Source: an optimization exercise on an open RTL-to-GDS flow (aim: small area, a short achievable clock period and few clock cycles). Production flows keep margins and buffers that such runs may drop.
RTL that was checked went through simulation tests only; none was proved equivalent to the original.
For runs 5 and 6, only the layout was checked, not whether the RTL still works.
No activity file was given, so power comes from the tool's default toggle rates. The clock port is modelled as an ideal driver; clocking choices that lean on that would not hold on a real chip.

File: design.v
`default_nettype none
package lbp_pkg;
    localparam int C_UP_BITS = 3;
    localparam int C_QDEPTH = 5;
endpackage
`default_nettype wire
`default_nettype none
module lbp_line_buffer #(
    parameter int DEPTH = 131,
    parameter int DW    = 8,
    parameter int UB    = 3
) (
    input  logic                  clk,
    input  logic                  load,
    input  logic [DW-1:0]         din,
    input  logic                  upd,
    input  logic [UB-1:0]         ub_in,
    output logic [DEPTH*DW-1:0]   pix,
    output logic [DEPTH*UB-1:0]   ub
);
    logic [DEPTH*DW-1:0] r_pix;
    logic [DEPTH*UB-1:0] r_ub;
    always_ff @(posedge clk) begin
        r_pix <= {r_pix[(DEPTH-1)*DW-1:0], (load ? din : r_pix[(DEPTH-1)*DW +: DW])};
        r_ub  <= {r_ub[(DEPTH-1)*UB-1:2*UB],
                  (upd ? ub_in : r_ub[UB +: UB]),
                  r_ub[0 +: UB],
                  r_ub[(DEPTH-1)*UB +: UB]};
    end
    assign pix = r_pix;
    assign ub  = r_ub;
endmodule
`default_nettype wire
`default_nettype none
module lbp_stream #(
    parameter int IMG_W = 128,
    parameter int IMG_H = 128,
    parameter int DW    = 8,
    parameter int AW    = $clog2(IMG_W*IMG_H)
) (
    input  logic          clk,
    input  logic          reset,
    input  logic          gray_ready,
    input  logic [DW-1:0] thr,
    output logic          gray_req,
    output logic [AW-1:0] gray_addr,
    input  logic [DW-1:0] gray_data,
    output logic          lbp_valid,
    input  logic          lbp_ready,
    output logic [AW-1:0] lbp_addr,
    output logic [7:0]    lbp_data,
    output logic          finish
);
    localparam int CW    = $clog2(IMG_W);
    localparam int RW    = $clog2(IMG_H);
    localparam int RD    = IMG_W + 2;             
    localparam int PW    = $clog2(RD);
    localparam int UB    = lbp_pkg::C_UP_BITS;
    localparam int QD    = lbp_pkg::C_QDEPTH;
    logic             r_started;
    logic             r_req;
    logic [CW-1:0]    r_rcol;        
    logic [RW-1:0]    r_rrow;
    logic             r_rdone;       
    logic [PW-1:0]    r_ph;          
    logic             r_infl;        
    logic             r_v0;          
    logic             r_req_code;    
    logic             r_infl_code;   
    logic             r_v0_code;     
    logic [DW-1:0]    r_thr;
    logic [QD-1:0]    r_qn;          
    logic [QD-1:0]    r_cred;        
    logic             r_lbp_valid;
    logic [CW-1:0]    r_ocol;        
    logic [RW-1:0]    r_orow;
    logic             r_finish;
    logic [RD*DW-1:0]     w_pix;
    logic [RD*UB-1:0]     w_ub;
    logic [QD-1:0][7:0]   r_q;       
    logic [DW-1:0]        w_l [0:RD-1];
    logic [DW-1:0]        r_l_out;   
    logic [DW:0]          r_ref_c;   
    logic [DW:0]          r_ref_u;   
    logic [UB-1:0]        w_up_new;
    logic [7:0]           w_code;
    logic             w_push;
    logic             w_pop;
    logic             w_rlast;
    logic             w_rdone_nxt;
    logic             w_base;
    logic             w_cr;
    logic             w_ok_hold;
    logic             w_ok_pop;
    logic             w_req_nxt;
    logic [QD-1:0]    w_cred_hold;
    logic [QD-1:0]    w_cred_pop;
    logic [QD-1:0]    w_qn_hold;
    logic [QD-1:0]    w_qn_pop;
    for (genvar k = 0; k < RD; k++) begin : g_tap
        assign w_l[k] = w_pix[k*DW +: DW];
    end
    lbp_line_buffer #(
        .DEPTH (RD),
        .DW    (DW),
        .UB    (UB)
    ) u_ring (
        .clk   (clk),
        .load  (r_infl),
        .din   (gray_data),
        .upd   (r_v0),
        .ub_in (w_up_new),
        .pix   (w_pix),
        .ub    (w_ub)
    );
    always_ff @(posedge clk) begin
        r_l_out <= w_l[RD-1];
        r_ref_c <= {1'b0, w_l[IMG_W]} + {1'b0, r_thr};
        r_ref_u <= {1'b0, w_l[0]} + {1'b0, r_thr};
    end
    assign w_up_new[0] = ({1'b0, r_l_out}      >= r_ref_u);
    assign w_up_new[1] = ({1'b0, w_l[IMG_W+1]} >= r_ref_u);
    assign w_up_new[2] = ({1'b0, w_l[IMG_W]}   >= r_ref_u);
    assign w_code[2:0] = w_ub[(IMG_W+1)*UB +: UB];
    assign w_code[3]   = ({1'b0, r_l_out}  >= r_ref_c);
    assign w_code[4]   = ({1'b0, w_l[IMG_W]} >= r_ref_c);
    assign w_code[5]   = ({1'b0, w_l[2]}   >= r_ref_c);
    assign w_code[6]   = ({1'b0, w_l[1]}   >= r_ref_c);
    assign w_code[7]   = ({1'b0, w_l[0]}   >= r_ref_c);
    assign w_push = r_v0_code;
    assign w_pop  = r_lbp_valid && lbp_ready;
    assign w_rlast     = (r_rrow == RW'(IMG_H-1)) && (r_rcol == CW'(IMG_W-1));
    assign w_rdone_nxt = r_rdone || (r_req && w_rlast);
    assign w_cr = r_req ? ((r_rrow >= RW'(2)) && (r_rcol >= CW'(1)) && (r_rcol <= CW'(IMG_W-2)))
                        : ((r_rrow >= RW'(2)) && (r_rcol >= CW'(2)));
    assign w_base      = r_started && !w_rdone_nxt && (r_ph == '0);
    assign w_ok_hold   = w_base && !r_cred[QD-1];
    assign w_ok_pop    = w_base;
    assign w_cred_hold = (w_ok_hold && w_cr) ? {r_cred[QD-2:0], 1'b1} : r_cred;
    assign w_cred_pop  = (w_ok_pop  && w_cr) ? r_cred : {1'b0, r_cred[QD-1:1]};
    assign w_req_nxt   = w_pop ? w_ok_pop : w_ok_hold;
    assign w_qn_hold   = w_push ? {r_qn[QD-2:0], 1'b1} : r_qn;
    assign w_qn_pop    = w_push ? r_qn : {1'b0, r_qn[QD-1:1]};
    always_ff @(posedge clk or posedge reset) begin
        if (reset) begin
            r_started   <= 1'b0;
            r_req       <= 1'b0;
            r_rdone     <= 1'b0;
            r_ph        <= '0;
            r_infl      <= 1'b0;
            r_v0        <= 1'b0;
            r_req_code  <= 1'b0;
            r_infl_code <= 1'b0;
            r_v0_code   <= 1'b0;
            r_cred      <= '0;
        end else begin
            if (gray_ready) r_started <= 1'b1;
            r_req   <= w_req_nxt;
            r_rdone <= w_rdone_nxt;
            if (w_req_nxt || !r_started || (r_ph == PW'(RD-1)))
                r_ph <= '0;
            else
                r_ph <= r_ph + PW'(1);
            r_infl      <= r_req;
            r_v0        <= r_infl;
            r_req_code  <= w_req_nxt && w_cr;
            r_infl_code <= r_req_code;
            r_v0_code   <= r_infl_code;
            r_cred      <= w_pop ? w_cred_pop : w_cred_hold;
        end
    end
    always_ff @(posedge clk) begin
        if (!r_started) begin
            r_rcol <= '0;
            r_rrow <= '0;
            r_ocol <= CW'(1);
            r_orow <= RW'(1);
        end else begin
            if (r_req) begin
                r_rcol <= r_rcol + CW'(1);
                if (r_rcol == CW'(IMG_W-1)) r_rrow <= r_rrow + RW'(1);
            end
            if (w_pop) begin
                if (r_ocol == CW'(IMG_W-2)) begin
                    r_ocol <= CW'(1);
                    r_orow <= r_orow + RW'(1);
                end else begin
                    r_ocol <= r_ocol + CW'(1);
                end
            end
        end
    end
    always_ff @(posedge clk) begin
        if (!r_started && gray_ready) r_thr <= thr;
    end
    logic [QD:0] w_qtop;
    assign w_qtop = {r_qn, 1'b1} & ~{1'b0, r_qn};
    always_ff @(posedge clk) begin
        for (int i = 0; i < QD; i++) begin
            if (w_pop) begin
                if (w_push && w_qtop[i+1])
                    r_q[i] <= w_code;
                else if (i < QD-1)
                    r_q[i] <= r_q[(i < QD-1) ? i+1 : i];
            end else if (w_push && w_qtop[i]) begin
                r_q[i] <= w_code;
            end
        end
    end
    always_ff @(posedge clk or posedge reset) begin
        if (reset) begin
            r_qn        <= '0;
            r_lbp_valid <= 1'b0;
            r_finish    <= 1'b0;
        end else begin
            r_qn        <= w_pop ? w_qn_pop : w_qn_hold;
            r_lbp_valid <= w_pop ? w_qn_pop[0] : w_qn_hold[0];
            if (w_pop && (r_orow == RW'(IMG_H-2)) && (r_ocol == CW'(IMG_W-2)))
                r_finish <= 1'b1;
        end
    end
    assign gray_req  = r_req;
    assign gray_addr = {r_rrow, r_rcol};
    assign lbp_valid = r_lbp_valid;
    assign lbp_addr  = {r_orow, r_ocol};
    assign lbp_data  = r_q[0];
    assign finish    = r_finish;
endmodule
`default_nettype wire
File: constraint.sdc
create_clock -name core_clock -period 5.7 [get_ports {clk}]
set_input_delay 1.1400 -clock core_clock [delete_from_list [all_inputs] [get_ports {clk}]]
set_output_delay 1.1400 -clock core_clock [all_outputs]
set_load 0.01 [all_outputs]
File: config.mk
export PLATFORM = sky130hd
export DESIGN_NAME = lbp_stream
export DESIGN_NICKNAME = lbp_stream
export VERILOG_FILES = /design/flow/design.v
export SDC_FILE = /design/flow/constraint.sdc
export NUM_CORES = 4
export LEC_CHECK = 0
export CAP_MARGIN = 20
export CORE_MARGIN = 2
export CORE_UTILIZATION = 40
export CTS_CLUSTER_DIAMETER = 100
export CTS_CLUSTER_SIZE = 30
export SETUP_SLACK_MARGIN = 3.4
export SLEW_MARGIN = 20
File: standard.sh
#!/bin/bash
# synth_recipe.tcl (not shown) runs the flow's synth.tcl, then flattens the netlist and writes it again
# the make line also repeats each setting of config.mk as NAME=value (left out here)
make -C /OpenROAD-flow-scripts/flow DESIGN_CONFIG=/design/flow/config.mk WORK_HOME=/design/flow/orfs CLKGATE_MAP_FILE= SYNTH_SCRIPT=/design/flow/synth_recipe.tcl "${@:-finish}"
File: flow/run.sh
#!/bin/bash
# Layout flow: the standard ORFS flow (standard.sh, with its standard
# synthesis) run whole, with two changes passed as ORFS variables:
#  - the port buffers that placement inserts are buf_2 cells instead of the
#    default choice (a slow delay cell), one per input and output port;
#  - clock tree synthesis clusters up to 30 sinks per leaf buffer and does not
#    insert dummy loads.
# make's full output goes to make.log here; ORFS keeps each step's log under
# orfs/logs/.
set -euo pipefail
bash standard.sh \
  "BUFFER_PORTS_ARGS=-buffer_cell sky130_fd_sc_hd__buf_2" \
  "CTS_ARGS=-sink_clustering_enable -repair_clock_nets -dont_use_dummy_load -sink_clustering_size 30 -sink_clustering_max_diameter 100" \
  finish > make.log 2>&1
==> impl_metrics.py, run 1 <==
metrics = {
    "status": {
        "status": "finished clean",
    },
    "critical_path": {
        "critPathBufInv": 1,
        "startpoint_type": "flop",
        "path_delay_family": "flip-flops",
        "cp-end-kind": "primary output",
        "worstPathMaxFanout": 1,
        "critPathSlowestCell": "edfxtp_1",
        "path_depth": 1,
        "cp_data_arrival_time_ns": 1.29,
        "crit_path_max_incr_delay_ns": 0.46,
        "startpoint": "r_q[6]",
        "critPathRequiredTime_ns": 4.56,
        "reg2reg_from": "r_ph[6]",
        "crit_type": "reg -> out",
        "path_cells": "buf_6",
        "reg2regPathDepth": 5,
    },
    "timing": {
        "hold_viol": 0,
        "hold_ws_ns": 0.2494,
        "finalCritPeriodShare_pct": 42.55,
        "tightestPinTransition_ns": 0.6175,
        "rsz0062_at_grt": "yes",
        "max-slew-margin-rel_pct": 57.66,
        "clock_skew_ns": 0.08567,
        "setup_violations": 0,
        "timing.setup.tns_ns": 0,
        "min_period_ns": 2.426,
        "worst_slack_ns": 3.274,
        "fmax_ghz": 0.4123,
        "slew_violations": 0,
    },
    "job": {
        "drv_cap": 0,
    },
    "finish": {
        "instances_no_fill": 3433,
        "fillers": 7657,
        "layout_commonest_cell": "dfxtp_1",
        "syn2layout_area_growth_pct": 10.42,
        "drive_above_1_share_pct": 9.841,
        "mostFrequentLayoutCells": "1479 x dfxtp_1, 90 x ha_1, 58 x clkbuf_16",
        "fin_nets": 2382,
    },
    "worst_hold_path": {
        "hp-class": "reg -> reg",
        "hold_depth": 0,
        "worstHoldStart": "u_ring.r_pix[183]",
    },
    "route": {
        "dr_total_vias": 13910,
        "drtIter0Drc": 705,
        "drt_wl_total_microns": 46100,
        "wl_per_cell_microns": 13.43,
        "antenna_left": 0,
        "drc_errors": 0,
        "drt-pass1-iter-count": 6,
        "vias_per_cell": 4.051,
    },
    "placement": {
        "pre_cts_ws_ns": 2.693,
        "dp_cells": 3338,
        "io_buffers": 58,
        "place.gp.congestion": 0.7952,
        "dp_hpwl_microns": 27410,
    },
    "global_route": {
        "grt.total_usage_pct": 10.11,
        "grt_pass1_vias": 14080,
        "antenna_found_initial": 0,
        "grt_pass1_wl_microns": 74470,
        "grt_max_degree": 31,
        "gr-total-overflow": 0,
    },
    "yosys": {
        "synth-edff-count": 24,
        "synth_ff_type": "dfxtp_1",
        "syn_nets": 2247,
        "synthCells": 2133,
        "synth-seq-area-share_pct": 88.70,
        "ys_async_sr_fraction_pct": 1.732,
        "synth_seq_cells": 1559,
        "postSynthAreaPerCell_sq_um": 16.69,
        "yosys_warnings": 3,
        "synth_area_sq_mm": 0.03561,
        "synth.distinct_cells": 51,
    },
    "cts": {
        "clock-root-buffer": "clkbuf_16",
        "cts_buffer_depth": 3,
        "cts.sinks": 1559,
        "htree_levels": 2,
        "cts_buffers": 58,
        "cts_tree": "done",
        "path_clk_slew_ns": 0.12,
        "clk-insertion-delay-late_ns": 0.65,
        "cts_hold_buf": 0,
    },
    "floorplanning": {
        "io_pins": 59,
        "core_sq_mm": 0.08824,
        "die_w_microns": 302.4,
        "rows": 109,
        "die_h_microns": 302.4,
        "initial_core_util_pct": 40.36,
        "dieArea_sq_mm": 0.09143,
    },
    "power_and_ir_drop": {
        "cellPowerDensity_mw_per_mm2": 457.1,
        "ir_drop_mv": 0.3424,
        "leakage_nw": 16.10,
    },
}
kinds of logic (layout without fill, tap and decap cells):
| logic type | after synthesis | after routing | synth area share, % |
|---|---|---|---|
| xor gates and xnor gates | 39 | 39 | 0.9592 |
| other | 0 | 2 | 0 |
| AOI/OAI and AO/OA | 156 | 156 | 2.702 |
| buffers and inverters | 68 | 201 | 0.8257 |
| and+or+nand+nor | 194 | 194 | 2.790 |
| muxes | 23 | 23 | 0.6816 |
| DFF | 1559 | 1559 | 88.70 |
| adders and majority gates | 94 | 94 | 3.345 |
flip-flops by register name, summed over array words and instances (netlist names), 5 cells and up:
name and count:
r_rrow 7, r_qn 5, u_ring.r_ub 390, r_orow 7, r_rcol 7, r_ref_u 9, r_l_out 8, r_q 40
u_ring.r_pix 1040, r_ref_c 9, r_cred 5, r_ocol 7, r_ph 8, r_thr 8
Yosys cell counts (2+ instances only):
cell type | number | share of area [%]
dfxtp_1 | 1508 | 85
ha_1 | 92 | 3.2
nand2_1 | 56 | 0.59
a21oi_1 | 53 | 0.74
inv_1 | 48 | 0.51
nor2_1 | 33 | 0.35
o21ai_0 | 31 | 0.44
dfrtp_1 | 27 | 1.9
xnor2_1 | 26 | 0.64
edfxtp_1 | 24 | 2.0
o22ai_1 | 24 | 0.42
and2_1 | 20 | 0.35
nand2b_1 | 16 | 0.28
a21o_1 | 14 | 0.30
and3_1 | 13 | 0.23
mux2i_1 | 13 | 0.37
xor2_1 | 13 | 0.32
nor2b_1 | 12 | 0.21
mux2_2 | 10 | 0.32
nand3_1 | 10 | 0.14
nand4_1 | 10 | 0.18
clkbuf_1 | 9 | 0.095
buf_4 | 8 | 0.17
nor3_1 | 7 | 0.098
a31o_2 | 6 | 0.15
o2111ai_1 | 5 | 0.12
o31ai_1 | 4 | 0.084
nand3b_1 | 3 | 0.063
o211a_1 | 3 | 0.084
o21a_1 | 3 | 0.063
o41ai_1 | 3 | 0.074
or3_1 | 3 | 0.053
a211oi_1 | 2 | 0.042
a21boi_0 | 2 | 0.042
a22oi_1 | 2 | 0.042
and3_2 | 2 | 0.042
fa_1 | 2 | 0.11
nor4_1 | 2 | 0.035
or4_4 | 2 | 0.063
metal layers:
| layer | vias up | GRT usage, % | share of wire, % |
|---|---|---|---|
| li1 | 7072 | - | - |
| met1 | 6587 | 15.33 | 54 |
| met2 | 180 | 14.12 | 39 |
| met3 | 68 | 2.657 | 5.5 |
| met4 | 0 | 2.803 | 2.0 |
| met5 | - | 0 | 0 |
path summary, 6_finish.rpt:
check | endpoint | slack (ns)
max | lbp_data[6] | 3.27
min | u_ring.r_pix[191] | 0.25
max reg2reg | r_cred[3] | 3.30
min reg2reg | u_ring.r_pix[191] | 0.25
max in group asynchronous | r_finish | 4.65
min in group asynchronous | r_qn[2] | 0.46
per-stage QoR:
stage                     power, mW  utilization (%)  instance area [sq um]
final                         17.97            44.56                  39320
after global routing          18.79            44.56                  39320
after CTS                     18.14            44.31                  39100
after detailed placement      13.35            42.25                  37280
after global placement        13.28            42.23                  37260
after floorplan               12.98                -                  35630
final cells by class:
class | instances | area [sq um] | share of cell area [%]
antenna | 2 | 5.005 | 0.01273
clock buffer | 58 | 1451 | 3.691
inverter | 48 | 180.2 | 0.4582
multi-input combinational | 506 | 3827 | 9.734
sequential | 1559 | 31680 | 80.57
tap | 1165 | 1458 | 3.707
timing repair buffer | 95 | 716.9 | 1.823
power breakdown:
part / leakage [nW] / switching (mW) / internal [mW]
Sequential: 12.9 / 0.383 / 11.9
Combinational: 2.50 / 0.479 / 0.461
Clock: 0.715 / 2.90 / 1.83
Total: 16.1 / 3.76 / 14.2
repair_timing:
item / in CTS / in global routing
setup endpoints to repair: 55 / 71
buffers inserted: 20 / 15
pin swaps: 3 / 3
hold endpoints to repair: 0 / 0
resized for setup: 82 / 23
Testbench counts, summed over its fixed seeds: cycles 262,240.
==> run 2: changes to the inputs <==
--- a/config.mk
+++ b/config.mk
@@ -6,4 +6,5 @@
 export NUM_CORES = 4
 export LEC_CHECK = 0
+export ABC_AREA = 1
 export CAP_MARGIN = 20
 export CORE_MARGIN = 2
==> run 2 against run 1 <==
Against the previous run: largest cell class unchanged; sequential cell count stayed put; non-clock buffer count shrank 4; fmax shrank 1.5%; sequential power rose by 3%; routed wire length is 5.7% higher; first-iteration DRC count increased by 7.0%; critical path depth is the same; setup slack got worse by 0.038 ns; design area up 1.8%; sequential share of layout area down 1.5 points; clock power is essentially flat; clock-buffer cell count did not move.
==> impl_metrics.py, run 2 <==
metrics = {
    "floorplanning": {
        "core_sq_mm": 0.09015,
        "rows": 110,
        "die_w_microns": 305.8,
        "io_pins": 59,
        "initial_core_util_pct": 40.40,
        "die_h_microns": 305.8,
        "dieArea_sq_mm": 0.09348,
    },
    "finish": {
        "fin_nets": 2658,
        "mostFrequentLayoutCells": "1480 x dfxtp_1, 286 x nand2_1, 102 x inv_1",
        "seq_area_sq_mm": 0.03166,
        "syn2layout_area_growth_pct": 9.949,
        "drive_above_1_share_pct": 8.497,
        "instances_no_fill": 3719,
        "layout_commonest_cell": "dfxtp_1",
        "top_regs": "u_ring.r_pix (1040), u_ring.r_ub (390), r_q (40)",
        "fillers": 7802,
        "design_area_sq_mm": 0.04004,
        "largest_reg_flops": 1040,
        "regMostFlops": "u_ring.r_pix",
        "multi_input_area_sq_mm": 0.004332,
    },
    "power_and_ir_drop": {
        "cellPowerDensity_mw_per_mm2": 474.2,
        "ir_drop_mv": 0.2300,
        "leakage_nw": 16.81,
        "power_mw": 18.99,
    },
    "critical_path": {
        "crit_type": "reg -> out",
        "cp-end-kind": "primary output",
        "worstPathMaxFanout": 2,
        "path_cells": "buf_6",
        "crit_path_max_incr_delay_ns": 0.53,
        "critPathSlowestCell": "dfrtp_4",
        "path_delay_family": "flip-flops",
        "critPathBufInv": 1,
        "critPathRequiredTime_ns": 4.56,
        "cp_data_arrival_time_ns": 1.32,
        "startpoint_type": "flop",
    },
    "yosys": {
        "ys_top_cells_by_count": "1508 x dfxtp_1, 286 x nand2_1, 102 x inv_1",
        "yosysTopAreaCell": "dfxtp_1",
        "synth_area_sq_mm": 0.03642,
        "synth.distinct_cells": 45,
        "synth-edff-count": 24,
        "syn_nets": 2529,
        "yosys_warnings": 3,
        "synth_area_leaders": "dfxtp_1 83%, ha_1 3.2%, nand2_1 2.9%",
        "synth-seq-area-share_pct": 86.72,
        "synthCells": 2415,
        "synth_seq_cells": 1559,
        "synth_ff_type": "dfxtp_1",
        "postSynthAreaPerCell_sq_um": 15.08,
        "ys_async_sr_fraction_pct": 1.732,
        "synth_top_area_share_pct": 82.89,
        "synth.most_common_cell": "dfxtp_1",
    },
    "route": {
        "dr_total_vias": 15310,
        "drt-pass1-iter-count": 5,
        "vias_per_cell": 4.116,
        "drc_errors": 0,
        "wl_per_cell_microns": 13.10,
        "drt_wl_total_microns": 48720,
        "antenna_left": 0,
        "drtIter0Drc": 754,
    },
    "cts": {
        "cts_buffers": 58,
        "htree_levels": 2,
        "cts_buffer_depth": 3,
        "clock-root-buffer": "clkbuf_16",
        "cts_tree": "done",
        "cts.sinks": 1559,
        "path_clk_slew_ns": 0.11,
        "cts_hold_buf": 0,
        "clk-insertion-delay-late_ns": 0.66,
    },
    "timing": {
        "tightestPinTransition_ns": 0.9227,
        "hold_ws_ns": 0.2862,
        "clock_skew_ns": 0.05030,
        "rsz0062_at_grt": "yes",
        "slew_violations": 0,
        "hold_viol": 0,
        "timing.setup.tns_ns": 0,
        "setup_violations": 0,
        "max-slew-margin-rel_pct": 38.26,
        "finalCritPeriodShare_pct": 43.21,
        "min_period_ns": 2.463,
        "fmax_ghz": 0.4060,
    },
    "global_route": {
        "grt_pass1_vias": 15550,
        "grt_pass1_wl_microns": 80210,
        "grt.total_usage_pct": 10.53,
        "antenna_found_initial": 1,
        "gr-total-overflow": 0,
        "grt_max_degree": 53,
    },
    "placement": {
        "place.gp.congestion": 0.7871,
        "placed_area_sq_mm": 0.03807,
        "io_buffers": 58,
        "dp_hpwl_microns": 29530,
        "dp_cells": 3628,
    },
    "worst_hold_path": {
        "hp-class": "reg -> reg",
    },
    "status": {
        "status": "finished clean",
    },
    "job": {
        "drv_cap": 0,
    },
}
-- run 2: changes by cell type after synthesis, sizes merged, moves of 12 or more --
cell    previous run  this run
and2              20         1
o22ai             24         0
a21o              14         0
and3              15         2
nand2b            16         0
inv               48       108
nor2              33        93
nor2b             12         0
xnor2             26         6
nand3             10        50
nand2             56       288
-- run 2: layout make-up --
| type | count | area share [%] |
|---|---|---|
| Sequential cell | 1559 | 79.07 |
| Multi-Input combinational cell | 726 | 10.82 |
| Tap cell | 1176 | 3.674 |
| Clock buffer | 58 | 3.624 |
| Timing Repair Buffer | 91 | 1.787 |
| Inverter | 108 | 1.019 |
| Antenna cell | 1 | 0.006249 |
-- run 2: repair_timing --
item                       CTS  global route
gates cloned                 0             0
buffers inserted            30             2
setup endpoints to repair  109            55
gates resized for setup     73            11
-- run 2: power by group --
group	switching [mW]	total [mW]	internal [mW]	leakage, nW
Sequential	0.437	12.7	12.3	12.9
Combinational	0.926	1.56	0.633	3.21
Clock	2.90	4.73	1.83	0.715
-- run 2: worst paths after layout --
path                       cells past startpoint              start                 to  slack, ns
min reg2reg                                    0  u_ring.r_pix[375]  u_ring.r_pix[383]       0.29
min in group asynchronous                      3              reset           r_finish       0.55
max in group asynchronous                      3              reset          r_started       4.77
max reg2reg                                   12         r_ref_c[2]            r_q[39]       3.62
max                                            1              r_req           gray_req       3.24
min                                            0  u_ring.r_pix[375]  u_ring.r_pix[383]       0.29
-- run 2: kinds of logic after synthesis --
family | after synthesis | synth area share [%]
flops | 1559 | 86.72
simple gates | 481 | 5.765
buf+inv | 130 | 1.457
compound gates | 104 | 1.536
fa+ha+maj | 94 | 3.270
mux | 28 | 0.7936
xor+xnor | 19 | 0.4569
-- run 2: metal layers --
layer,up-vias,track usage (%),wire [microns]
met3,98,2.593,2466
li1,7807,-,-
met2,193,15.05,19140
met1,7210,15.43,25640
met5,-,0,0
met4,0,3.792,1478
-- run 2: stage by stage --
step	utilization, %	setup slack (ns)
floorplan	-	3.444
global placement	42.23	2.204
detailed placement	42.23	2.132
finish	44.42	3.237
CTS	44.33	3.163
global route	44.42	3.174
==> run 3: changes to the inputs <==
--- a/config.mk
+++ b/config.mk
@@ -6,10 +6,10 @@
 export NUM_CORES = 4
 export LEC_CHECK = 0
-export ABC_AREA = 1
 export CAP_MARGIN = 20
 export CORE_MARGIN = 2
-export CORE_UTILIZATION = 40
+export CORE_UTILIZATION = 55
 export CTS_CLUSTER_DIAMETER = 100
 export CTS_CLUSTER_SIZE = 30
+export PLACE_DENSITY = 0.7
 export SETUP_SLACK_MARGIN = 3.4
 export SLEW_MARGIN = 20
==> run 3 against run 2 <==
Against the previous run: final cell count down 16%; via count down 8.6%; clock skew down 0.013 ns; non-clock buffer count up 13; largest power group unchanged; sequential cell count unchanged; still clean.
==> impl_metrics.py, run 3 <==
metrics = {
    "status": {
        "status": "finished clean",
    },
    "timing": {
        "setup_violations": 0,
        "tightestPinTransition_ns": 0.7286,
        "rsz0062_at_grt": "yes",
        "hold_viol": 0,
        "clock_skew_ns": 0.03707,
        "fmax_ghz": 0.4186,
        "max-slew-margin-rel_pct": 51.33,
        "slew_violations": 0,
        "timing.setup.tns_ns": 0,
        "finalCritPeriodShare_pct": 41.91,
        "min_period_ns": 2.389,
    },
    "finish": {
        "fin_nets": 2390,
        "top_regs": "u_ring.r_pix (1040), u_ring.r_ub (390), r_q (40)",
        "syn2layout_area_growth_pct": 9.346,
        "regMostFlops": "u_ring.r_pix",
        "drive_above_1_share_pct": 9.982,
        "design_area_sq_mm": 0.03894,
        "seq_area_sq_mm": 0.03167,
        "mostFrequentLayoutCells": "1480 x dfxtp_1, 91 x ha_1, 57 x clkbuf_16",
        "fillers": 4688,
        "layout_commonest_cell": "dfxtp_1",
        "fin_util_pct": 60.62,
        "largest_reg_flops": 1040,
        "multi_input_area_sq_mm": 0.003801,
    },
    "yosys": {
        "synth_ff_type": "dfxtp_1",
        "postSynthAreaPerCell_sq_um": 16.69,
        "synth_area_sq_mm": 0.03561,
        "synth_area_leaders": "dfxtp_1 85%, ha_1 3.2%, edfxtp_1 2.0%",
        "synth.most_common_cell": "dfxtp_1",
        "synth-seq-area-share_pct": 88.70,
        "syn_nets": 2247,
        "synth-edff-count": 24,
        "synthCells": 2133,
        "ys_top_cells_by_count": "1508 x dfxtp_1, 92 x ha_1, 56 x nand2_1",
        "synth_seq_cells": 1559,
        "synth_top_area_share_pct": 84.78,
        "yosys_warnings": 3,
        "ys_async_sr_fraction_pct": 1.732,
        "yosysTopAreaCell": "dfxtp_1",
        "synth.distinct_cells": 51,
    },
    "cts": {
        "cts.sinks": 1559,
        "cts_tree": "done",
        "path_clk_slew_ns": 0.11,
        "htree_levels": 2,
        "clock-root-buffer": "clkbuf_16",
        "cts_buffer_depth": 3,
        "clk-insertion-delay-late_ns": 0.64,
        "cts_buffers": 57,
    },
    "placement": {
        "place.gp.congestion": 0.8004,
        "dp_hpwl_microns": 26480,
        "placed_area_sq_mm": 0.03687,
        "io_buffers": 58,
    },
    "critical_path": {
        "critPathBufInv": 1,
        "path_cells": "buf_6",
        "startpoint_type": "flop",
        "critPathRequiredTime_ns": 4.56,
        "reg2regPathDepth": 7,
        "cp-end-kind": "primary output",
        "path_depth": 1,
        "cp_data_arrival_time_ns": 1.25,
        "worstPathMaxFanout": 5,
        "crit_type": "reg -> out",
        "crit_path_max_incr_delay_ns": 0.47,
        "critPathSlowestCell": "dfrtp_2",
        "path_delay_family": "flip-flops",
    },
    "global_route": {
        "grt.total_usage_pct": 13.79,
        "grt_pass1_wl_microns": 74750,
        "grt_pass1_vias": 14450,
        "antenna_found_initial": 1,
        "gr-total-overflow": 0,
        "grt_max_degree": 31,
    },
    "power_and_ir_drop": {
        "p_sw_share_pct": 20.94,
        "p_clk_share_pct": 26.0,
        "leakage_nw": 16.14,
        "power_switching_mw": 3.768,
        "internal_power_mw": 14.22,
        "seq_power_share_pct": 68.5,
        "share_comb_of_total_power_pct": 5.6,
        "power_mw": 17.99,
        "ir_drop_mv": 0.2617,
        "cellPowerDensity_mw_per_mm2": 462.1,
    },
    "floorplanning": {
        "core_sq_mm": 0.06423,
        "die_h_microns": 258.5,
        "initial_core_util_pct": 55.44,
        "rows": 93,
        "die_w_microns": 258.5,
        "io_pins": 59,
        "dieArea_sq_mm": 0.06680,
    },
    "route": {
        "antenna_left": 0,
        "drt_wl_total_microns": 45270,
        "drt-pass1-iter-count": 5,
        "drc_errors": 0,
        "vias_per_cell": 4.473,
        "wl_per_cell_microns": 14.46,
        "drtIter0Drc": 696,
        "dr_total_vias": 14000,
    },
    "worst_hold_path": {
        "hp-class": "reg -> reg",
        "hold_depth": 0,
    },
    "job": {
        "drv_cap": 0,
    },
}
[run 3: cell types whose count changed after synthesis, moves of 8 or more]
cell / before / now
nor2_1: 88 / 33
xnor2_1: 6 / 26
a21o_1: 0 / 14
inv_1: 102 / 48
o22ai_1: 0 / 24
nand2_1: 286 / 56
nand3_1: 46 / 10
nor2b_1: 0 / 12
mux2i_1: 21 / 13
and3_1: 2 / 13
and2_1: 1 / 20
nand2b_1: 0 / 16
[run 3: worst paths after layout]
kind / startpoint / to / slack (ns)
setup / recovery: r_req / gray_req / 3.31
hold / removal: u_ring.r_pix[371] / u_ring.r_pix[379] / 0.30
setup reg to reg: r_req / r_cred[3] / 3.36
hold reg to reg: u_ring.r_pix[371] / u_ring.r_pix[379] / 0.30
max in group asynchronous: reset / r_qn[0] / 4.76
min in group asynchronous: reset / r_finish / 0.60
[run 3: cell type report]
type,count,area share [%]
sequential,1559,81.34
multi-input combinational,506,9.762
clock buffer,57,3.663
tap,855,2.747
timing repair buffer,104,2.021
inverter,48,0.4627
antenna,1,0.006427
[run 3: timing repair]
item	CTS	global route
hold buffers	0	0
setup endpoints to repair	54	73
buffers inserted	36	9
pin swaps	1	4
gates resized for setup	88	17
[run 3: layer usage]
layer  vias to the layer above  wire (microns)  global-route usage [%]
met3                        77            2040                   2.768
met2                       177           18380                   19.88
met4                         0             997                   4.143
met5                         -               0                       0
met1                      6651           23860                   21.08
li1                       7094               -                       -
[run 3: cells by family (layout without fill, tap and decap cells)]
logic type	Yosys count	in the layout	synth area share [%]
buf+inv	68	209	0.8257
flops	1559	1559	88.70
simple gates	194	194	2.790
other cells	0	1	0
mux	23	23	0.6816
fa+ha+maj	94	94	3.345
xor+xnor	39	39	0.9592
compound gates	156	156	2.702
[run 3: power by group through the flow]
stage,combinational (mW),clock (mW),sequential (mW)
3_5_place_dp,0.814,0,12.6
4_1_cts,0.950,4.84,12.3
3_3_place_gp,0.766,0,12.6
5_1_grt,1.13,5.20,12.4
2_1_floorplan,0.578,0,12.4
6_report,1.01,4.67,12.3
[run 3: per-stage QoR]
stage / setup WS, ns / cells / hold slack (ns)
after CTS: 3.231 / 3120 / 0.2989
after detailed placement: 2.667 / 3027 / 0.3121
after global placement: 2.752 / 3027 / 0.3095
after floorplan: 3.370 / 2133 / 0.3096
final: 3.311 / 3130 / 0.3031
after global routing: 3.260 / 3129 / 0.3028
==> run 4: changes to the inputs <==
==> flow/run.sh (replaced) <==
#!/bin/bash
# Layout flow: the standard ORFS flow (standard.sh, with its standard
# synthesis) run whole, with two changes passed as ORFS variables:
#  - the port buffers that placement inserts are buf_4 cells instead of the
#    default choice (a slow delay cell), one per input and output port;
#  - clock tree synthesis clusters up to 30 sinks per leaf buffer and does not
#    insert dummy loads.
# make's full output goes to make.log here; ORFS keeps each step's log under
# orfs/logs/.
set -euo pipefail
bash standard.sh \
  "BUFFER_PORTS_ARGS=-buffer_cell sky130_fd_sc_hd__buf_4" \
  "CTS_ARGS=-sink_clustering_enable -repair_clock_nets -dont_use_dummy_load -sink_clustering_size 30 -sink_clustering_max_diameter 100" \
  finish > make.log 2>&1
--- a/config.mk
+++ b/config.mk
@@ -8,8 +8,7 @@
 export CAP_MARGIN = 20
 export CORE_MARGIN = 2
-export CORE_UTILIZATION = 55
+export CORE_UTILIZATION = 40
 export CTS_CLUSTER_DIAMETER = 100
 export CTS_CLUSTER_SIZE = 30
-export PLACE_DENSITY = 0.7
-export SETUP_SLACK_MARGIN = 3.4
+export SETUP_SLACK_MARGIN = 3.5
 export SLEW_MARGIN = 20
==> run 4 against run 3 <==
Against the previous run: critical path type unchanged; design area up 1.7%; still clean on timing, DRC and antenna; routed wire length rose by 1.7%; setup slack lost 0.025 ns; largest power group unchanged.
==> impl_metrics.py, run 4 <==
metrics = {
    "status": {
        "status": "finished clean",
    },
    "critical_path": {
        "startpoint": "r_q[0]",
        "startpoint_type": "flop",
        "worstPathMaxFanout": 1,
        "cp_data_arrival_time_ns": 1.27,
        "reg2reg_from": "r_ph[2]",
        "path_cells": "buf_6",
        "critPathSlowestCell": "edfxtp_1",
        "critPathRequiredTime_ns": 4.56,
        "path_delay_family": "flip-flops",
        "critPathBufInv": 1,
        "cp-end-kind": "primary output",
        "crit_path_max_incr_delay_ns": 0.47,
        "crit_type": "reg -> out",
    },
    "timing": {
        "slew_violations": 0,
        "max-slew-margin-rel_pct": 47.44,
        "tightestPinTransition_ns": 0.7855,
        "min_period_ns": 2.414,
        "clock_skew_ns": 0.1134,
        "fmax_ghz": 0.4143,
        "hold_ws_ns": 0.2145,
        "timing.setup.tns_ns": 0,
        "hold_viol": 0,
        "rsz0062_at_grt": "yes",
        "finalCritPeriodShare_pct": 42.35,
        "setup_violations": 0,
    },
    "cts": {
        "cts_buffers": 58,
        "cts_hold_buf": 0,
        "clock-root-buffer": "clkbuf_16",
        "cts_buffer_depth": 3,
        "path_clk_slew_ns": 0.10,
        "cts.sinks": 1559,
        "cts_tree": "done",
        "clk-insertion-delay-late_ns": 0.67,
        "htree_levels": 2,
    },
    "finish": {
        "top_regs": "u_ring.r_pix (1040), u_ring.r_ub (390), r_q (40)",
        "regMostFlops": "u_ring.r_pix",
        "design_area_sq_mm": 0.03958,
        "mostFrequentLayoutCells": "1478 x dfxtp_1, 91 x ha_1, 58 x clkbuf_16, 58 x buf_4, 54 x nand2_1",
        "antennaDiodeCount": 0,
        "fin_nets": 2388,
        "drive_above_1_share_pct": 10.52,
        "syn2layout_area_growth_pct": 11.16,
        "instances_no_fill": 3437,
        "largest_reg_flops": 1040,
        "layout_commonest_cell": "dfxtp_1",
    },
    "global_route": {
        "antenna_found_initial": 0,
        "grt_max_degree": 31,
        "grt.total_usage_pct": 10.20,
        "grt_pass1_wl_microns": 75280,
        "grt_pass1_vias": 14320,
        "gr-total-overflow": 0,
    },
    "yosys": {
        "synth-seq-area-share_pct": 88.70,
        "ys_top_cells_by_count": "1508 x dfxtp_1, 92 x ha_1, 56 x nand2_1",
        "synth_area_leaders": "dfxtp_1 85%, ha_1 3.2%, edfxtp_1 2.0%",
        "synth.most_common_cell": "dfxtp_1",
        "synthMuxAreaShare_pct": 0.6816,
        "synthAdderAreaFrac_pct": 3.345,
        "synth.distinct_cells": 51,
        "synth-edff-count": 24,
        "synthCells": 2133,
        "syn_nets": 2247,
        "postSynthAreaPerCell_sq_um": 16.69,
        "synth_seq_cells": 1559,
        "ys_async_sr_fraction_pct": 1.732,
        "synth-xor-area-share_pct": 0.9592,
        "synth-compound-area-share_pct": 2.702,
        "synth_top_family_by_area": "adder cells",
        "synth_ff_type": "dfxtp_1",
        "synth_top_area_share_pct": 84.78,
        "synth_area_sq_mm": 0.03561,
        "yosys_warnings": 3,
        "yosysTopAreaCell": "dfxtp_1",
        "synthSimpleGateAreaFrac_pct": 2.790,
    },
    "worst_hold_path": {
        "hp-class": "reg -> reg",
        "worstHoldStart": "u_ring.r_pix[236]",
    },
    "power_and_ir_drop": {
        "cellPowerDensity_mw_per_mm2": 455.2,
        "leakage_nw": 16.18,
        "ir_drop_mv": 0.3558,
    },
    "placement": {
        "dp_hpwl_microns": 27400,
        "place.gp.congestion": 0.7783,
        "placed_area_sq_mm": 0.03741,
        "io_buffers": 58,
        "dp_cells": 3337,
    },
    "route": {
        "drc_errors": 0,
        "drt_wl_total_microns": 46050,
        "wl_per_cell_microns": 13.40,
        "drtIter0Drc": 769,
        "vias_per_cell": 4.069,
        "dr_total_vias": 13980,
        "antenna_left": 0,
        "drt-pass1-iter-count": 7,
    },
    "floorplanning": {
        "initial_core_util_pct": 40.36,
        "die_w_microns": 302.4,
        "core_sq_mm": 0.08824,
        "dieArea_sq_mm": 0.09143,
        "rows": 109,
        "io_pins": 59,
        "die_h_microns": 302.4,
    },
    "job": {
        "drv_cap": 0,
    },
}
## run 4: repair_timing
| action | CTS | global route |
|---|---|---|
| pin swaps | 11 | 8 |
| gates resized for setup | 110 | 22 |
| buffers inserted | 38 | 4 |
| endpoints found under the setup margin | 66 | 56 |
| cloned | 0 | 0 |
## run 4: report_power, final
part           switching (mW)  internal [mW]  total [mW]
Sequential              0.377           11.9        12.3
Combinational           0.515          0.506        1.02
Clock                    2.86           1.83        4.69
## run 4: cell families (layout without fill, tap and decap cells)
kind of cell,after synthesis,after routing
compound gates,156,156
xor+xnor,39,39
fa+ha+maj,94,94
buf+inv,68,207
flops,1559,1559
mux,23,23
simple gates,194,194
## run 4: stage by stage
step | power, mW | worst slack [ns] | utilization, %
after floorplan | 12.98 | 3.370 | -
after global placement | 13.31 | 2.759 | 42.40
after detailed placement | 13.37 | 2.742 | 42.40
after CTS | 18.20 | 3.189 | 44.73
after global routing | 18.86 | 3.209 | 44.86
final | 18.02 | 3.286 | 44.86
## run 4: final cells by class
class                      instances  area (sq um)
sequential                      1559         31690
clock buffer                      58          1451
multi-input combinational        506          3889
inverter                          48         180.2
timing repair buffer             101         919.6
fill                            7587         48660
tap                             1165          1458
## run 4: path summary, 6_finish.rpt
kind                                      to  slack, ns  depth (start not counted)
max in group asynchronous           r_finish       4.58                          2
min reg2reg                u_ring.r_pix[244]       0.21                          0
min                        u_ring.r_pix[244]       0.21                          0
max                              lbp_data[0]       3.29                          1
max reg2reg                        r_cred[3]       3.31                          5
min in group asynchronous        r_infl_code       0.58                          2
## run 4: routing by layer
metal | GRT usage, % | routed length, microns
met4 | 2.967 | 981
met3 | 2.887 | 2660
met5 | 0 | 0
met1 | 15.01 | 24130
met2 | 14.58 | 18280
==> run 5: changes to the inputs <==
--- a/design.v
+++ b/design.v
@@ -146,4 +146,6 @@
             r_started   <= 1'b0;
             r_req       <= 1'b0;
+            r_rcol      <= '0;
+            r_rrow      <= '0;
             r_rdone     <= 1'b0;
             r_ph        <= '0;
@@ -158,4 +160,8 @@
             r_req   <= w_req_nxt;
             r_rdone <= w_rdone_nxt;
+            if (r_req) begin
+                r_rcol <= r_rcol + CW'(1);
+                if (r_rcol == CW'(IMG_W-1)) r_rrow <= r_rrow + RW'(1);
+            end
             if (w_req_nxt || !r_started || (r_ph == PW'(RD-1)))
                 r_ph <= '0;
@@ -171,25 +177,4 @@
     end
     always_ff @(posedge clk) begin
-        if (!r_started) begin
-            r_rcol <= '0;
-            r_rrow <= '0;
-            r_ocol <= CW'(1);
-            r_orow <= RW'(1);
-        end else begin
-            if (r_req) begin
-                r_rcol <= r_rcol + CW'(1);
-                if (r_rcol == CW'(IMG_W-1)) r_rrow <= r_rrow + RW'(1);
-            end
-            if (w_pop) begin
-                if (r_ocol == CW'(IMG_W-2)) begin
-                    r_ocol <= CW'(1);
-                    r_orow <= r_orow + RW'(1);
-                end else begin
-                    r_ocol <= r_ocol + CW'(1);
-                end
-            end
-        end
-    end
-    always_ff @(posedge clk) begin
         if (!r_started && gray_ready) r_thr <= thr;
     end
@@ -212,10 +197,20 @@
             r_qn        <= '0;
             r_lbp_valid <= 1'b0;
+            r_ocol      <= CW'(1);
+            r_orow      <= RW'(1);
             r_finish    <= 1'b0;
         end else begin
             r_qn        <= w_pop ? w_qn_pop : w_qn_hold;
             r_lbp_valid <= w_pop ? w_qn_pop[0] : w_qn_hold[0];
-            if (w_pop && (r_orow == RW'(IMG_H-2)) && (r_ocol == CW'(IMG_W-2)))
-                r_finish <= 1'b1;
+            if (w_pop) begin
+                if (r_ocol == CW'(IMG_W-2)) begin
+                    r_ocol <= CW'(1);
+                    r_orow <= r_orow + RW'(1);
+                end else begin
+                    r_ocol <= r_ocol + CW'(1);
+                end
+                if ((r_orow == RW'(IMG_H-2)) && (r_ocol == CW'(IMG_W-2)))
+                    r_finish <= 1'b1;
+            end
         end
     end
==> run 5 against run 4 <==
Against the previous run: still clean; clock power about the same; global-route usage is 0.32 points lower; sequential power barely moved; design area shrank 0.20%; register-to-register slack improved by 0.09 ns; fmax down 0.45%; worst hold slack improved by 0.071 ns; sequential cell count stayed put; via count increased by 1.0%; first-iteration DRC count down 7.4%; die area increased by 0.12%; final cell count barely moved; largest power group unchanged.
==> impl_metrics.py, run 5 <==
metrics = {
    "route": {
        "routed.top_layer": "met4",
        "drt-pass1-iter-count": 5,
        "dr_total_vias": 14130,
        "vias_per_cell": 4.109,
        "met2WireLength_microns": 18100,
        "route.met3.wl_microns": 1938,
        "drc_errors": 0,
        "wl_per_cell_microns": 12.97,
        "wl_met1_microns": 23380,
        "drt_wl_total_microns": 44600,
        "antenna_left": 0,
        "drtIter0Drc": 712,
    },
    "floorplanning": {
        "die_w_microns": 302.5,
        "dieArea_sq_mm": 0.09153,
        "io_pins": 59,
        "rows": 109,
        "initial_core_util_pct": 40.34,
        "core_sq_mm": 0.08837,
        "die_h_microns": 302.5,
    },
    "placement": {
        "io_buffers": 58,
        "place.gp.congestion": 0.7855,
        "dp_hpwl_microns": 26050,
    },
    "timing": {
        "timing.setup.tns_ns": 0,
        "finalCritPeriodShare_pct": 42.54,
        "slew_violations": 0,
        "clock_skew_ns": 0.05486,
        "setup_violations": 0,
        "tightestPinTransition_ns": 0.8481,
        "min_period_ns": 2.425,
        "rsz0062_at_grt": "yes",
        "fmax_ghz": 0.4124,
        "hold_viol": 0,
        "max-slew-margin-rel_pct": 43.12,
    },
    "cts": {
        "cts.sinks": 1559,
        "htree_levels": 2,
        "clk-insertion-delay-late_ns": 0.65,
        "path_clk_slew_ns": 0.11,
        "cts_buffers": 57,
        "cts_tree": "done",
        "clock-root-buffer": "clkbuf_16",
        "cts_buffer_depth": 3,
    },
    "critical_path": {
        "path_delay_family": "flip-flops",
        "path_depth": 1,
        "crit_type": "reg -> out",
        "cp_data_arrival_time_ns": 1.28,
        "cp-end-kind": "primary output",
        "reg2reg_from": "r_ph[6]",
        "r2r_end": "r_cred[3]",
        "worstPathMaxFanout": 2,
        "critPathSlowestCell": "dfstp_2",
        "path_cells": "buf_6",
        "crit_path_max_incr_delay_ns": 0.57,
        "critPathBufInv": 1,
        "startpoint_type": "flop",
        "reg2regPathDepth": 6,
        "critPathRequiredTime_ns": 4.56,
        "r2r_slack_ns": 3.40,
    },
    "yosys": {
        "yosys_warnings": 3,
        "synth.most_common_cell": "dfxtp_1",
        "synth_seq_cells": 1559,
        "syn_nets": 2238,
        "synthCells": 2124,
        "synth.distinct_cells": 55,
        "ys_async_sr_fraction_pct": 3.528,
        "synth-seq-area-share_pct": 88.99,
        "ys_top_cells_by_count": "1480 x dfxtp_1, 92 x ha_1, 58 x nand2_1",
        "synth-edff-count": 24,
        "yosysTopAreaCell": "dfxtp_1",
        "synth_area_leaders": "dfxtp_1 83%, dfrtp_1 3.7%, ha_1 3.2%",
        "synth_area_sq_mm": 0.03565,
        "synth_top_area_share_pct": 83.11,
        "postSynthAreaPerCell_sq_um": 16.79,
        "synth_ff_type": "dfxtp_1",
    },
    "finish": {
        "drive_above_1_share_pct": 9.507,
        "largest_reg_flops": 1040,
        "syn2layout_area_growth_pct": 10.80,
        "fin_nets": 2388,
        "layout_commonest_cell": "dfxtp_1",
        "top_regs": "u_ring.r_pix (1040), u_ring.r_ub (390), r_q (40)",
        "fillers": 7690,
        "regMostFlops": "u_ring.r_pix",
        "mostFrequentLayoutCells": "1479 x dfxtp_1, 91 x ha_1, 68 x buf_4",
    },
    "global_route": {
        "grt.total_usage_pct": 9.877,
        "grt_max_degree": 56,
        "gr-total-overflow": 0,
        "antenna_found_initial": 1,
        "grt_pass1_vias": 14320,
        "grt_pass1_wl_microns": 73730,
    },
    "worst_hold_path": {
        "hp-class": "reg -> reg",
        "hold_depth": 0,
        "worstHoldStart": "u_ring.r_pix[525]",
        "hold_end": "u_ring.r_pix[533]",
    },
    "job": {
        "drv_cap": 0,
    },
    "power_and_ir_drop": {
        "internal_power_mw": 14.46,
        "share_comb_of_total_power_pct": 5.8,
        "power_mw": 18.31,
        "seq_power_share_pct": 68.7,
        "p_clk_share_pct": 25.5,
        "p_sw_share_pct": 21.07,
        "cellPowerDensity_mw_per_mm2": 463.6,
        "power_switching_mw": 3.859,
        "ir_drop_mv": 0.3037,
        "leakage_nw": 16.21,
    },
    "status": {
        "status": "finished clean",
    },
}
[run 5: cell types whose count changed after synthesis, sizes merged, moves of 5 or more]
cell    before   now
and2        20     7
and3        15    10
dfrtp       27    53
dfxtp     1508  1480
nand2b      16    11
nand3       10    16
nor2        33    40
o21ai       31    36
[run 5: stage by stage]
stage | instance area [sq um] | util [%] | cells | worst slack (ns) | hold WS (ns)
after floorplan | 35660 | - | 2124 | 3.475 | 0.3096
after global placement | 37470 | 42.40 | 3332 | 2.655 | 0.3097
after detailed placement | 37470 | 42.40 | 3332 | 2.591 | 0.3121
after CTS | 39400 | 44.59 | 3429 | 3.220 | 0.2796
after global routing | 39500 | 44.70 | 3437 | 3.202 | 0.2877
final | 39500 | 44.70 | 3438 | 3.275 | 0.2858
[run 5: final cells by class]
type / count / area (sq um) / share of cell area [%]
flip-flops and latches: 1559 / 31740 / 80.36
multi-input cells: 496 / 3706 / 9.382
well taps: 1165 / 1458 / 3.690
clock buffers: 57 / 1426 / 3.611
repair buffers: 109 / 972.2 / 2.461
inverters: 51 / 195.2 / 0.4941
diodes: 1 / 2.502 / 0.006335
[run 5: power groups by stage]
stage | clock network, mW | logic [mW] | registers, mW
after global placement | 0 | 0.790 | 12.8
after global routing | 5.27 | 1.19 | 12.7
after CTS | 4.88 | 1.04 | 12.6
final | 4.67 | 1.06 | 12.6
after detailed placement | 0 | 0.847 | 12.8
after floorplan | 0 | 0.587 | 12.7
[run 5: logic make-up (layout without fill, tap and decap cells)]
group / Yosys count / after routing / synth area share [%]
multiplexers: 21 / 21 / 0.6247
flip-flops: 1559 / 1559 / 88.99
other: 0 / 1 / 0
XOR/XNOR: 40 / 40 / 0.9826
adder cells (fa/ha/maj): 94 / 94 / 3.341
buffers and inverters: 69 / 217 / 0.8142
AO/OA/AOI/OAI: 158 / 158 / 2.702
AND/OR/NAND/NOR: 183 / 183 / 2.541
[run 5: worst max-delay path by stage]
stage	startpoint	end	slack, ns
finish	r_ocol[0]	lbp_addr[0]	3.28
global route	r_orow[0]	lbp_addr[7]	3.20
CTS	r_orow[0]	lbp_addr[7]	3.22
detailed placement	lbp_ready	r_orow[5]	2.59
global placement	lbp_ready	r_orow[5]	2.66
floorplan	r_ph[2]	r_cred[3]	3.47
[run 5: what timing repair did]
item,4_1_cts,5_1_grt
pin swaps,3,3
buffers inserted,40,8
hold buffers,0,0
resized for setup,61,10
setup endpoints to repair,66,59
[run 5: per-layer routing]
metal	GRT usage, %	vias to the layer above
met5	0	-
met4	3.460	0
met3	2.062	79
met2	14.12	221
met1	14.80	6747
li1	-	7079
==> run 6: changes to the inputs <==
--- a/design.v
+++ b/design.v
@@ -7,5 +7,5 @@
 `default_nettype none
 module lbp_line_buffer #(
-    parameter int DEPTH = 131,
+    parameter int DEPTH = 130,
     parameter int DW    = 8,
     parameter int UB    = 3
@@ -23,7 +23,6 @@
     always_ff @(posedge clk) begin
         r_pix <= {r_pix[(DEPTH-1)*DW-1:0], (load ? din : r_pix[(DEPTH-1)*DW +: DW])};
-        r_ub  <= {r_ub[(DEPTH-1)*UB-1:2*UB],
-                  (upd ? ub_in : r_ub[UB +: UB]),
-                  r_ub[0 +: UB],
+        r_ub  <= {r_ub[(DEPTH-1)*UB-1:UB],
+                  (upd ? ub_in : r_ub[0 +: UB]),
                   r_ub[(DEPTH-1)*UB +: UB]};
     end
@@ -65,8 +64,6 @@
     logic [PW-1:0]    r_ph;          
     logic             r_infl;        
-    logic             r_v0;          
     logic             r_req_code;    
     logic             r_infl_code;   
-    logic             r_v0_code;     
     logic [DW-1:0]    r_thr;
     logic [QD-1:0]    r_qn;          
@@ -80,5 +77,5 @@
     logic [QD-1:0][7:0]   r_q;       
     logic [DW-1:0]        w_l [0:RD-1];
-    logic [DW-1:0]        r_l_out;   
+    logic [DW-1:0]        w_in;      
     logic [DW:0]          r_ref_c;   
     logic [DW:0]          r_ref_u;   
@@ -109,24 +106,24 @@
         .load  (r_infl),
         .din   (gray_data),
-        .upd   (r_v0),
+        .upd   (r_infl),
         .ub_in (w_up_new),
         .pix   (w_pix),
         .ub    (w_ub)
     );
-    always_ff @(posedge clk) begin
-        r_l_out <= w_l[RD-1];
-        r_ref_c <= {1'b0, w_l[IMG_W]} + {1'b0, r_thr};
-        r_ref_u <= {1'b0, w_l[0]} + {1'b0, r_thr};
-    end
-    assign w_up_new[0] = ({1'b0, r_l_out}      >= r_ref_u);
-    assign w_up_new[1] = ({1'b0, w_l[IMG_W+1]} >= r_ref_u);
-    assign w_up_new[2] = ({1'b0, w_l[IMG_W]}   >= r_ref_u);
-    assign w_code[2:0] = w_ub[(IMG_W+1)*UB +: UB];
-    assign w_code[3]   = ({1'b0, r_l_out}  >= r_ref_c);
-    assign w_code[4]   = ({1'b0, w_l[IMG_W]} >= r_ref_c);
-    assign w_code[5]   = ({1'b0, w_l[2]}   >= r_ref_c);
-    assign w_code[6]   = ({1'b0, w_l[1]}   >= r_ref_c);
-    assign w_code[7]   = ({1'b0, w_l[0]}   >= r_ref_c);
-    assign w_push = r_v0_code;
+    assign w_in = r_infl ? gray_data : w_l[RD-1];
+    always_ff @(posedge clk) begin
+        r_ref_c <= {1'b0, w_l[IMG_W-1]} + {1'b0, r_thr};
+        r_ref_u <= {1'b0, w_in} + {1'b0, r_thr};
+    end
+    assign w_up_new[0] = ({1'b0, w_l[IMG_W+1]} >= r_ref_u);
+    assign w_up_new[1] = ({1'b0, w_l[IMG_W]}   >= r_ref_u);
+    assign w_up_new[2] = ({1'b0, w_l[IMG_W-1]} >= r_ref_u);
+    assign w_code[2:0] = w_ub[IMG_W*UB +: UB];
+    assign w_code[3]   = ({1'b0, w_l[IMG_W+1]} >= r_ref_c);
+    assign w_code[4]   = ({1'b0, w_l[IMG_W-1]} >= r_ref_c);
+    assign w_code[5]   = ({1'b0, w_l[1]}       >= r_ref_c);
+    assign w_code[6]   = ({1'b0, w_l[0]}       >= r_ref_c);
+    assign w_code[7]   = ({1'b0, gray_data}    >= r_ref_c);
+    assign w_push = r_infl_code;
     assign w_pop  = r_lbp_valid && lbp_ready;
     assign w_rlast     = (r_rrow == RW'(IMG_H-1)) && (r_rcol == CW'(IMG_W-1));
@@ -146,13 +143,9 @@
             r_started   <= 1'b0;
             r_req       <= 1'b0;
-            r_rcol      <= '0;
-            r_rrow      <= '0;
             r_rdone     <= 1'b0;
             r_ph        <= '0;
             r_infl      <= 1'b0;
-            r_v0        <= 1'b0;
             r_req_code  <= 1'b0;
             r_infl_code <= 1'b0;
-            r_v0_code   <= 1'b0;
             r_cred      <= '0;
         end else begin
@@ -160,8 +153,4 @@
             r_req   <= w_req_nxt;
             r_rdone <= w_rdone_nxt;
-            if (r_req) begin
-                r_rcol <= r_rcol + CW'(1);
-                if (r_rcol == CW'(IMG_W-1)) r_rrow <= r_rrow + RW'(1);
-            end
             if (w_req_nxt || !r_started || (r_ph == PW'(RD-1)))
                 r_ph <= '0;
@@ -169,9 +158,28 @@
                 r_ph <= r_ph + PW'(1);
             r_infl      <= r_req;
-            r_v0        <= r_infl;
             r_req_code  <= w_req_nxt && w_cr;
             r_infl_code <= r_req_code;
-            r_v0_code   <= r_infl_code;
             r_cred      <= w_pop ? w_cred_pop : w_cred_hold;
+        end
+    end
+    always_ff @(posedge clk) begin
+        if (!r_started) begin
+            r_rcol <= '0;
+            r_rrow <= '0;
+            r_ocol <= CW'(1);
+            r_orow <= RW'(1);
+        end else begin
+            if (r_req) begin
+                r_rcol <= r_rcol + CW'(1);
+                if (r_rcol == CW'(IMG_W-1)) r_rrow <= r_rrow + RW'(1);
+            end
+            if (w_pop) begin
+                if (r_ocol == CW'(IMG_W-2)) begin
+                    r_ocol <= CW'(1);
+                    r_orow <= r_orow + RW'(1);
+                end else begin
+                    r_ocol <= r_ocol + CW'(1);
+                end
+            end
         end
     end
@@ -197,20 +205,10 @@
             r_qn        <= '0;
             r_lbp_valid <= 1'b0;
-            r_ocol      <= CW'(1);
-            r_orow      <= RW'(1);
             r_finish    <= 1'b0;
         end else begin
             r_qn        <= w_pop ? w_qn_pop : w_qn_hold;
             r_lbp_valid <= w_pop ? w_qn_pop[0] : w_qn_hold[0];
-            if (w_pop) begin
-                if (r_ocol == CW'(IMG_W-2)) begin
-                    r_ocol <= CW'(1);
-                    r_orow <= r_orow + RW'(1);
-                end else begin
-                    r_ocol <= r_ocol + CW'(1);
-                end
-                if ((r_orow == RW'(IMG_H-2)) && (r_ocol == CW'(IMG_W-2)))
-                    r_finish <= 1'b1;
-            end
+            if (w_pop && (r_orow == RW'(IMG_H-2)) && (r_ocol == CW'(IMG_W-2)))
+                r_finish <= 1'b1;
         end
     end
==> flow/run.sh (replaced) <==
#!/bin/bash
# Layout flow: the standard ORFS flow (standard.sh, with its standard
# synthesis) run whole, with two changes passed as ORFS variables:
#  - the port buffers that placement inserts are buf_2 cells instead of the
#    default choice (a slow delay cell), one per input and output port;
#  - clock tree synthesis clusters up to 30 sinks per leaf buffer and does not
#    insert dummy loads.
# make's full output goes to make.log here; ORFS keeps each step's log under
# orfs/logs/.
set -euo pipefail
bash standard.sh \
  "BUFFER_PORTS_ARGS=-buffer_cell sky130_fd_sc_hd__buf_2" \
  "CTS_ARGS=-sink_clustering_enable -repair_clock_nets -dont_use_dummy_load -sink_clustering_size 30 -sink_clustering_max_diameter 100" \
  finish > make.log 2>&1
--- a/config.mk
+++ b/config.mk
@@ -8,7 +8,8 @@
 export CAP_MARGIN = 20
 export CORE_MARGIN = 2
-export CORE_UTILIZATION = 40
+export CORE_UTILIZATION = 55
 export CTS_CLUSTER_DIAMETER = 100
 export CTS_CLUSTER_SIZE = 30
-export SETUP_SLACK_MARGIN = 3.5
+export PLACE_DENSITY = 0.7
+export SETUP_SLACK_MARGIN = 3.4
 export SLEW_MARGIN = 20
==> run 6 against run 5 <==
Against the previous run: setup slack improved by 0.059 ns; register-to-register slack got worse by 0.07 ns; area after synthesis decreased by 0.25%; critical path depth increased by 6; fmax increased by 2.5%; routed wire length increased by 2.4%; via count decreased by 0.23%; sequential share of layout area increased by 0.29 points; worst hold slack got worse by 0.021 ns; largest power group unchanged.
==> impl_metrics.py, run 6 <==
metrics = {
    "power_and_ir_drop": {
        "ir_drop_mv": 0.3268,
        "cellPowerDensity_mw_per_mm2": 461.9,
        "leakage_nw": 16.11,
    },
    "status": {
        "status": "finished clean",
    },
    "critical_path": {
        "path_cells": "buf_4 -> nand4_1 -> o41ai_2 -> or4_4 -> or2_4 -> or4b_1 -> o31ai_1",
        "reg2regPathDepth": 7,
        "critPathSlowestCell": "or4_4",
        "crit_path_max_incr_delay_ns": 0.55,
        "r2r_slack_ns": 3.33,
        "critPathRequiredTime_ns": 6.20,
        "startpoint_type": "flop",
        "cp-end-kind": "flop",
        "r2r_end": "r_cred[3]",
        "crit_type": "reg -> reg",
        "cp_data_arrival_time_ns": 2.86,
        "reg2reg_from": "r_rrow[3]",
        "worstPathMaxFanout": 8,
    },
    "route": {
        "met2WireLength_microns": 18950,
        "drtIter0Drc": 719,
        "route.met3.wl_microns": 1603,
        "dr_total_vias": 14090,
        "drt_wl_total_microns": 45660,
        "drc_errors": 0,
        "antenna_left": 0,
        "vias_per_cell": 4.473,
        "wl_per_cell_microns": 14.49,
        "wl_met1_microns": 24030,
        "drt-pass1-iter-count": 4,
        "routed.top_layer": "met4",
    },
    "yosys": {
        "synthCells": 2155,
        "synth_ff_type": "dfxtp_1",
        "synth-seq-area-share_pct": 88.22,
        "ys_async_sr_fraction_pct": 1.614,
        "synth.most_common_cell": "dfxtp_1",
        "synthSimpleGateAreaFrac_pct": 3.335,
        "yosysTopAreaCell": "dfxtp_1",
        "synth-compound-area-share_pct": 2.804,
        "synth.distinct_cells": 56,
        "synthAdderAreaFrac_pct": 3.349,
        "synth-edff-count": 24,
        "synth_seq_cells": 1549,
        "synth_area_leaders": "dfxtp_1 84%, ha_1 3.2%, edfxtp_1 2.0%",
        "synthMuxAreaShare_pct": 0.5770,
        "synth_top_family_by_area": "adder cells",
        "ys_top_cells_by_count": "1500 x dfxtp_1, 92 x ha_1, 66 x nand2_1",
        "postSynthAreaPerCell_sq_um": 16.50,
        "synth-xor-area-share_pct": 0.9605,
        "yosys_warnings": 3,
        "synth_area_sq_mm": 0.03556,
        "syn_nets": 2269,
        "synth_top_area_share_pct": 84.44,
    },
    "placement": {
        "dp_hpwl_microns": 26610,
        "placed_area_sq_mm": 0.03696,
        "io_buffers": 58,
        "place.gp.congestion": 0.7984,
        "dp_cells": 3048,
    },
    "worst_hold_path": {
        "hp-class": "reg -> reg",
        "hold_end": "u_ring.r_pix[939]",
        "hold_depth": 0,
        "worstHoldStart": "u_ring.r_pix[931]",
    },
    "global_route": {
        "antenna_found_initial": 0,
        "grt.total_usage_pct": 13.89,
        "grt_pass1_vias": 14370,
        "grt_max_degree": 34,
        "grt_pass1_wl_microns": 75070,
        "gr-total-overflow": 0,
    },
    "finish": {
        "multi_input_area_sq_mm": 0.004108,
        "seq_area_sq_mm": 0.03146,
        "instances_no_fill": 3151,
        "design_area_sq_mm": 0.03901,
        "fin_nets": 2412,
        "layout_commonest_cell": "dfxtp_1",
        "drive_above_1_share_pct": 11.06,
        "mostFrequentLayoutCells": "1470 x dfxtp_1, 84 x ha_1, 66 x nand2_1",
        "antennaDiodeCount": 0,
        "fillers": 4729,
        "fin_util_pct": 60.74,
        "top_regs": "u_ring.r_pix (1040), u_ring.r_ub (390), r_q (40)",
        "syn2layout_area_growth_pct": 9.700,
        "regMostFlops": "u_ring.r_pix",
        "largest_reg_flops": 1040,
    },
    "floorplanning": {
        "io_pins": 59,
        "die_w_microns": 258.3,
        "rows": 93,
        "die_h_microns": 258.3,
        "dieArea_sq_mm": 0.06671,
        "initial_core_util_pct": 55.37,
        "core_sq_mm": 0.06423,
    },
    "timing": {
        "max-slew-margin-rel_pct": 53.77,
        "rsz0062_at_grt": "yes",
        "fmax_ghz": 0.4227,
        "clock_skew_ns": 0.1009,
        "finalCritPeriodShare_pct": 41.50,
        "slew_violations": 0,
        "hold_viol": 0,
        "tightestPinTransition_ns": 0.6920,
        "timing.setup.tns_ns": 0,
        "min_period_ns": 2.366,
        "setup_violations": 0,
        "hold_ws_ns": 0.2651,
    },
    "cts": {
        "cts_hold_buf": 0,
        "htree_levels": 2,
        "clk-insertion-delay-late_ns": 0.66,
        "cts_buffer_depth": 3,
        "cts.sinks": 1549,
        "clock-root-buffer": "clkbuf_16",
        "cts_tree": "done",
        "cts_buffers": 58,
        "path_clk_slew_ns": 0.10,
    },
    "job": {
        "drv_cap": 0,
    },
}
==> run 6: changes by cell type after synthesis, moves of 7 or more <==
| cell | change |
|---|---|
| dfxtp_1 | +20 |
| dfrtp_1 | -28 |
| nor2_1 | +19 |
| a21oi_1 | -14 |
| inv_1 | -14 |
| o22ai_1 | -8 |
| and2_1 | +7 |
| nand2_1 | +8 |
==> run 6: area by class of cell <==
cell class	count	area share [%]
clock buffer	58	3.720
inverter	37	0.3913
multi-input combinational	545	10.53
sequential	1549	80.65
tap	855	2.742
timing repair buffer	107	1.969
==> run 6: worst max path at each step <==
stage | to | start
global route | r_cred[3] | r_rrow[3]
global placement | r_q[32] | lbp_ready
finish | r_cred[3] | r_rrow[3]
CTS | gray_req | r_req
detailed placement | r_q[34] | lbp_ready
floorplan | r_ref_u[7] | gray_data[1]
==> run 6: logic make-up (layout without fill, tap and decap cells) <==
family                   count (synthesis)  in the layout
buffers and inverters                   61            202
multiplexers                            19             19
flip-flops                            1549           1549
XOR/XNOR                                39             39
AO/OA/AOI/OAI                          155            155
adder cells (fa/ha/maj)                 94             94
AND/OR/NAND/NOR                        238            238
==> run 6: repair_timing <==
item / CTS / global route
hold endpoints to repair: 0 / 0
buffers inserted: 24 / 21
resized for setup: 60 / 27
setup endpoints to repair: 58 / 41
pin swaps: 2 / 11
==> run 6: routing by layer <==
metal / up-vias / track usage (%)
li1: 7184 / -
met1: 6693 / 21.05
met2: 144 / 20.37
met3: 72 / 2.592
met4: 0 / 4.191
met5: - / 0
==> run 6: metrics by stage <==
| stage | total power [mW] | setup slack (ns) |
|---|---|---|
| final | 18.02 | 3.335 |
| after global routing | 18.83 | 3.280 |
| after CTS | 18.12 | 3.257 |
| after detailed placement | 13.42 | 2.710 |
| after global placement | 13.39 | 2.737 |
| after floorplan | 13.03 | 3.141 |
==> run 6: critical path, delay by kind of cell, from the launching register on <==
kind,cells,cell delay [ns]
AO/OA/AOI/OAI,2,0.20
buffers and inverters,1,0.15
flip-flops,1,0.36
AND/OR/NAND/NOR,4,1.49
==> run 6: power by group <==
part	switching, mW	leakage, nW	total, mW	internal [mW]
clock	2.84	0.715	4.67	1.83
sequential	0.399	12.8	12.3	11.9
combinational	0.532	2.60	1.05	0.518

[static timing again, ports no longer ideal]
Ports are ideal in the flow. The routed layouts listed here were re-timed in OpenROAD.
Step 1 sets driving cells, clkbuf_16 on the clock port and buf_2 on the other inputs (assumed; they add their load-dependent delay and slew).
Step 2 adds t to the input delays and takes it off the output delays; t is the mean of the earliest and latest rising clock arrival at the registers after step 1. Input paths then give back, and output paths get back, about the clock's delay inside the block.
Three values: ideal, step 1, step 2; two values: the first two.
run | t (ns) | setup WS [ns] | hold slack, ns | worst data-port slew with drivers (ns) | cell pins on the clock port's net
run 1 | 0.660 | 3.274 / 3.214 / 2.918 | 0.249 / 0.249 / 0.249 | 0.07 | 1
run 2 | 0.686 | 3.237 / 3.178 / 2.906 | 0.286 / 0.286 / 0.286 | 0.04 | 1
run 3 | 0.681 | 3.311 / 3.252 / 2.961 | 0.303 / 0.303 / 0.303 | 0.10 | 1
run 4 | 0.676 | 3.286 / 3.224 / 2.860 | 0.215 / 0.215 / 0.215 | 0.10 | 1
run 5 | 0.685 | 3.275 / 3.214 / 2.819 | 0.286 / 0.286 / 0.286 | 0.09 | 1
run 6 | 0.669 | 3.334 / 3.278 / 2.897 | 0.265 / 0.265 / 0.265 | 0.04 | 1
After both steps every run listed still meets setup and hold. For run 5, which loses most, drivers alone change the setup slack by -0.061 ns; drivers and shift together by -0.456 ns.
